This design comes from an exercise in tuning for small area on the open sky130 flow, not from production work. Only simulation tests tie the RTL to the original design; equivalence was not proved.

==> run F <==
==> flow/design.v <==
module concat_stream_buffer #(
    parameter int DATA_WIDTH = 16,
    parameter int X_LEN      = 6,
    parameter int H_LEN      = 64,
    parameter int ADDR_WIDTH = 8
) (
    input  logic                         clk,
    input  logic                         rst,
    input  logic                         x_wr_en,
    input  logic [ADDR_WIDTH-1:0]        x_wr_addr,
    input  logic signed [DATA_WIDTH-1:0] x_wr_data,
    input  logic                         h_wr_en,
    input  logic [ADDR_WIDTH-1:0]        h_wr_addr,
    input  logic signed [DATA_WIDTH-1:0] h_wr_data,
    input  logic                         swap,
    input  logic                         rd_start,
    output logic signed [DATA_WIDTH-1:0] rd_data,
    output logic                         rd_valid,
    output logic                         rd_last,
    output logic                         rd_busy,
    output logic                         wr_bank
);
    localparam int DEPTH = X_LEN + H_LEN;
    localparam int IDX_W = $clog2(DEPTH);
    logic [DATA_WIDTH-1:0] mem0 [DEPTH];
    logic [DATA_WIDTH-1:0] mem1 [DEPTH];
    logic             x_ok, h_ok;
    logic [IDX_W-1:0] rd_cnt;
    logic             swap_pend;
    logic             last;
    assign x_ok = x_wr_en && (x_wr_addr < X_LEN);
    assign h_ok = h_wr_en && (h_wr_addr < H_LEN);
    for (genvar i = 0; i < DEPTH; i++) begin : g_word
        logic hit;
        logic [DATA_WIDTH-1:0] wd;
        if (i < X_LEN) begin : g_x
            assign hit = x_ok && (x_wr_addr[2:0] == i);
            assign wd  = x_wr_data;
        end else begin : g_h
            assign hit = h_ok && (h_wr_addr[5:0] == i - X_LEN);
            assign wd  = h_wr_data;
        end
        always_ff @(posedge clk) begin
            if (hit && !wr_bank) mem0[i] <= wd;
            if (hit &&  wr_bank) mem1[i] <= wd;
        end
    end
    localparam int NSRC = 2 * DEPTH;
    localparam int NGRP = (NSRC + 2) / 3;
    logic [3*NGRP-1:0] sel;
    logic [3*NGRP-1:0] src [DATA_WIDTH];
    logic [NGRP-1:0]   grp_n [DATA_WIDTH];
    logic [DATA_WIDTH-1:0] rd_word;
    always_comb begin
        sel = '0;
        for (int i = 0; i < DEPTH; i++) begin
            sel[2*i]     = (rd_cnt == i) &&  wr_bank;
            sel[2*i + 1] = (rd_cnt == i) && !wr_bank;
        end
    end
    for (genvar b = 0; b < DATA_WIDTH; b++) begin : g_bit
        always_comb begin
            src[b] = '0;
            for (int i = 0; i < DEPTH; i++) begin
                src[b][2*i]     = mem0[i][b];
                src[b][2*i + 1] = mem1[i][b];
            end
        end
        for (genvar g = 0; g < NGRP; g++) begin : g_grp
            csb_aoi3 u_aoi (.a(src[b][3*g +: 3]), .s(sel[3*g +: 3]), .y_n(grp_n[b][g]));
        end
        assign rd_word[b] = ~&grp_n[b];
    end
    assign last = (rd_cnt == IDX_W'(DEPTH - 1));
    always_ff @(posedge clk or posedge rst) begin
        if (rst) begin
            rd_busy   <= 1'b0;
            rd_cnt    <= '0;
            wr_bank   <= 1'b0;
            swap_pend <= 1'b0;
            rd_data   <= '0;
            rd_valid  <= 1'b0;
            rd_last   <= 1'b0;
        end else begin
            rd_valid <= rd_busy;
            rd_last  <= rd_busy && last;
            if (rd_busy) rd_data <= rd_word;
            if (!rd_busy) begin
                if (swap) wr_bank <= ~wr_bank;
                rd_busy <= rd_start;
                rd_cnt  <= '0;
            end else if (last) begin
                if (swap_pend || swap) wr_bank <= ~wr_bank;
                swap_pend <= 1'b0;
                rd_busy   <= rd_start;
                rd_cnt    <= '0;
            end else begin
                if (swap) swap_pend <= 1'b1;
                rd_cnt <= rd_cnt + 1'b1;
            end
        end
    end
endmodule
module csb_aoi3 (
    input  logic [2:0] a,
    input  logic [2:0] s,
    output logic       y_n
);
    assign y_n = ~|(a & s);
endmodule
==> flow/run.sh <==
#!/bin/bash
# synth_recipe.tcl (not shown) runs the flow's synth.tcl, then flattens the netlist and writes it again
# the make line also repeats each setting of config.mk as NAME=value (left out here)
make -C /OpenROAD-flow-scripts/flow DESIGN_CONFIG=/design/flow/config.mk WORK_HOME=/design/flow/orfs CLKGATE_MAP_FILE= SYNTH_SCRIPT=/design/flow/synth_recipe.tcl finish
==> flow/config.mk <==
export PLATFORM = sky130hd
export DESIGN_NAME = concat_stream_buffer
export DESIGN_NICKNAME = concat_stream_buffer
export VERILOG_FILES = /design/flow/design.v
export SDC_FILE = /design/flow/constraint.sdc
export NUM_CORES = 4
export LEC_CHECK = 0
export CAP_MARGIN = 20
export CORE_MARGIN = 2
export CORE_UTILIZATION = 40
export CTS_CLUSTER_DIAMETER = 120
export CTS_CLUSTER_SIZE = 25
export GPL_TIMING_DRIVEN = 0
export SLEW_MARGIN = 20
export SYNTH_HIERARCHICAL = 1
export SYNTH_MINIMUM_KEEP_SIZE = 0
==> flow/constraint.sdc <==
create_clock -name core_clock -period 5.5 [get_ports {clk}]
set_input_delay 1.1000 -clock core_clock [delete_from_list [all_inputs] [get_ports {clk}]]
set_output_delay 1.1000 -clock core_clock [all_outputs]
set_load 0.01 [all_outputs]
==> inputs of run P, as changes to run F <==
==> flow/design.v, changed modules only <==
module concat_stream_buffer #(
    parameter int DATA_WIDTH = 16,
    parameter int X_LEN      = 6,
    parameter int H_LEN      = 64,
    parameter int ADDR_WIDTH = 8
) (
    input  logic                         clk,
    input  logic                         rst,
    input  logic                         x_wr_en,
    input  logic [ADDR_WIDTH-1:0]        x_wr_addr,
    input  logic signed [DATA_WIDTH-1:0] x_wr_data,
    input  logic                         h_wr_en,
    input  logic [ADDR_WIDTH-1:0]        h_wr_addr,
    input  logic signed [DATA_WIDTH-1:0] h_wr_data,
    input  logic                         swap,
    input  logic                         rd_start,
    output logic signed [DATA_WIDTH-1:0] rd_data,
    output logic                         rd_valid,
    output logic                         rd_last,
    output logic                         rd_busy,
    output logic                         wr_bank
);
    localparam int DEPTH = X_LEN + H_LEN;
    localparam int IDX_W = $clog2(DEPTH);
    logic [DATA_WIDTH-1:0] mem0 [DEPTH];
    logic [DATA_WIDTH-1:0] mem1 [DEPTH];
    logic             x_ok, h_ok;
    logic [IDX_W-1:0] rd_cnt;
    logic             swap_pend;
    logic             last;
    assign x_ok = x_wr_en && (x_wr_addr < X_LEN);
    assign h_ok = h_wr_en && (h_wr_addr < H_LEN);
    for (genvar i = 0; i < DEPTH; i++) begin : g_word
        logic hit;
        logic [DATA_WIDTH-1:0] wd;
        if (i < X_LEN) begin : g_x
            assign hit = x_ok && (x_wr_addr[2:0] == i);
            assign wd  = x_wr_data;
        end else begin : g_h
            assign hit = h_ok && (h_wr_addr[5:0] == i - X_LEN);
            assign wd  = h_wr_data;
        end
        always_ff @(posedge clk) begin
            if (hit && !wr_bank) mem0[i] <= wd;
            if (hit &&  wr_bank) mem1[i] <= wd;
        end
    end
    localparam int NSRC = 2 * DEPTH;
    localparam int NGRP = (NSRC + 2) / 3;
    logic [3*NGRP-1:0] sel;
    logic [3*NGRP-1:0] src [DATA_WIDTH];
    logic [NGRP-1:0]   grp_n [DATA_WIDTH];
    logic [DATA_WIDTH-1:0] rd_word;
    for (genvar i = 0; i < DEPTH; i++) begin : g_sel
        assign sel[2*i]     = (rd_cnt == i) &&  wr_bank;
        assign sel[2*i + 1] = (rd_cnt == i) && !wr_bank;
    end
    if (3*NGRP > NSRC) begin : g_sel_pad
        assign sel[3*NGRP-1:NSRC] = '0;
    end
    for (genvar b = 0; b < DATA_WIDTH; b++) begin : g_bit
        for (genvar i = 0; i < DEPTH; i++) begin : g_src
            assign src[b][2*i]     = mem0[i][b];
            assign src[b][2*i + 1] = mem1[i][b];
        end
        if (3*NGRP > NSRC) begin : g_src_pad
            assign src[b][3*NGRP-1:NSRC] = '0;
        end
        for (genvar g = 0; g < NGRP; g++) begin : g_grp
            if (3*g + 3 <= NSRC) begin : g_3
                csb_aoi3 u_aoi (.a(src[b][3*g +: 3]), .s(sel[3*g +: 3]), .y_n(grp_n[b][g]));
            end else begin : g_2
                csb_aoi2 u_aoi (.a(src[b][3*g +: 2]), .s(sel[3*g +: 2]), .y_n(grp_n[b][g]));
            end
        end
        assign rd_word[b] = ~&grp_n[b];
    end
    assign last = (rd_cnt == IDX_W'(DEPTH - 1));
    always_ff @(posedge clk or posedge rst) begin
        if (rst) begin
            rd_busy   <= 1'b0;
            rd_cnt    <= '0;
            wr_bank   <= 1'b0;
            swap_pend <= 1'b0;
            rd_data   <= '0;
            rd_valid  <= 1'b0;
            rd_last   <= 1'b0;
        end else begin
            rd_valid <= rd_busy;
            rd_last  <= rd_busy && last;
            if (rd_busy) rd_data <= rd_word;
            if (!rd_busy) begin
                if (swap) wr_bank <= ~wr_bank;
                rd_busy <= rd_start;
                rd_cnt  <= '0;
            end else if (last) begin
                if (swap_pend || swap) wr_bank <= ~wr_bank;
                swap_pend <= 1'b0;
                rd_busy   <= rd_start;
                rd_cnt    <= '0;
            end else begin
                if (swap) swap_pend <= 1'b1;
                rd_cnt <= rd_cnt + 1'b1;
            end
        end
    end
endmodule
module csb_aoi2 (
    input  logic [1:0] a,
    input  logic [1:0] s,
    output logic       y_n
);
    assign y_n = ~|(a & s);
endmodule
- CORE_UTILIZATION: 40 -> 65
- CTS_CLUSTER_DIAMETER: 120 -> 150
- CTS_CLUSTER_SIZE: 25 -> 30
==> summary.md <==
| Metric | Value |
|---|---|
| Worst slew pin tran | `1.203 ns` |
| Fin area | `88850 um2` |
| Synth area leaders | `edfxtp_1 (85%), a222oi_1 (9.5%), nand4_1 (1.5%), nor2_1 (1.5%), dfrtp_1 (0.89%)` |
| R2R setup slack | `0.39 ns` |
| Buf/Inv on CP | `3` |
| FF-to-FF End | `rd_data[13]` |
| Share of cells above drive strength 1 | `14.17%` |
| Status | `timing/DRC/antenna clean` |
| Overall Global Routing Usage | `21.49%` |
# the run above: run F

==> summary.md <==
| Metric | Value |
|---|---|
| FF-to-FF End | `rd_data[0]` |
| Buf/Inv on CP | `2` |
| Overall Global Routing Usage | `33.85%` |
| Failing Checks | `setup timing` |
| Final setup margin | `-0.1686 ns` |
| Share of cells above drive strength 1 | `11.85%` |
| Status | `complete, but fails checks` |
| Final setup fails | `1` |
| Fin area | `85790 um2` |
# the run above: run P

==> separate check: timing with driven ports <==
No port has a modelled driver above. Below, the same layouts with a new extraction and two added sets of constraints. Step 1 (the two cells are an assumption about what drives the block):
set clk [get_ports {clk}]
set_driving_cell -lib_cell sky130_fd_sc_hd__clkbuf_16 $clk
set_driving_cell -lib_cell sky130_fd_sc_hd__buf_2 [delete_from_list [all_inputs] $clk]
Step 2 moves the port delays by t, midway between the first and last clock arrival at a register: inputs arrive t later, outputs are due t later. That takes back most of the time a late clock gives input paths. a / b / c = no drivers / after step 1 / after step 2; a / b = the first two.
run	shift t [ns]	setup slack, ns	worst setup path at the end	worst data-port slew with drivers (ns)
run F	0.850	0.387 / 0.387 / 0.387	register to register	0.26
run P	0.795	-0.169 / -0.169 / -0.169	register to register	0.12
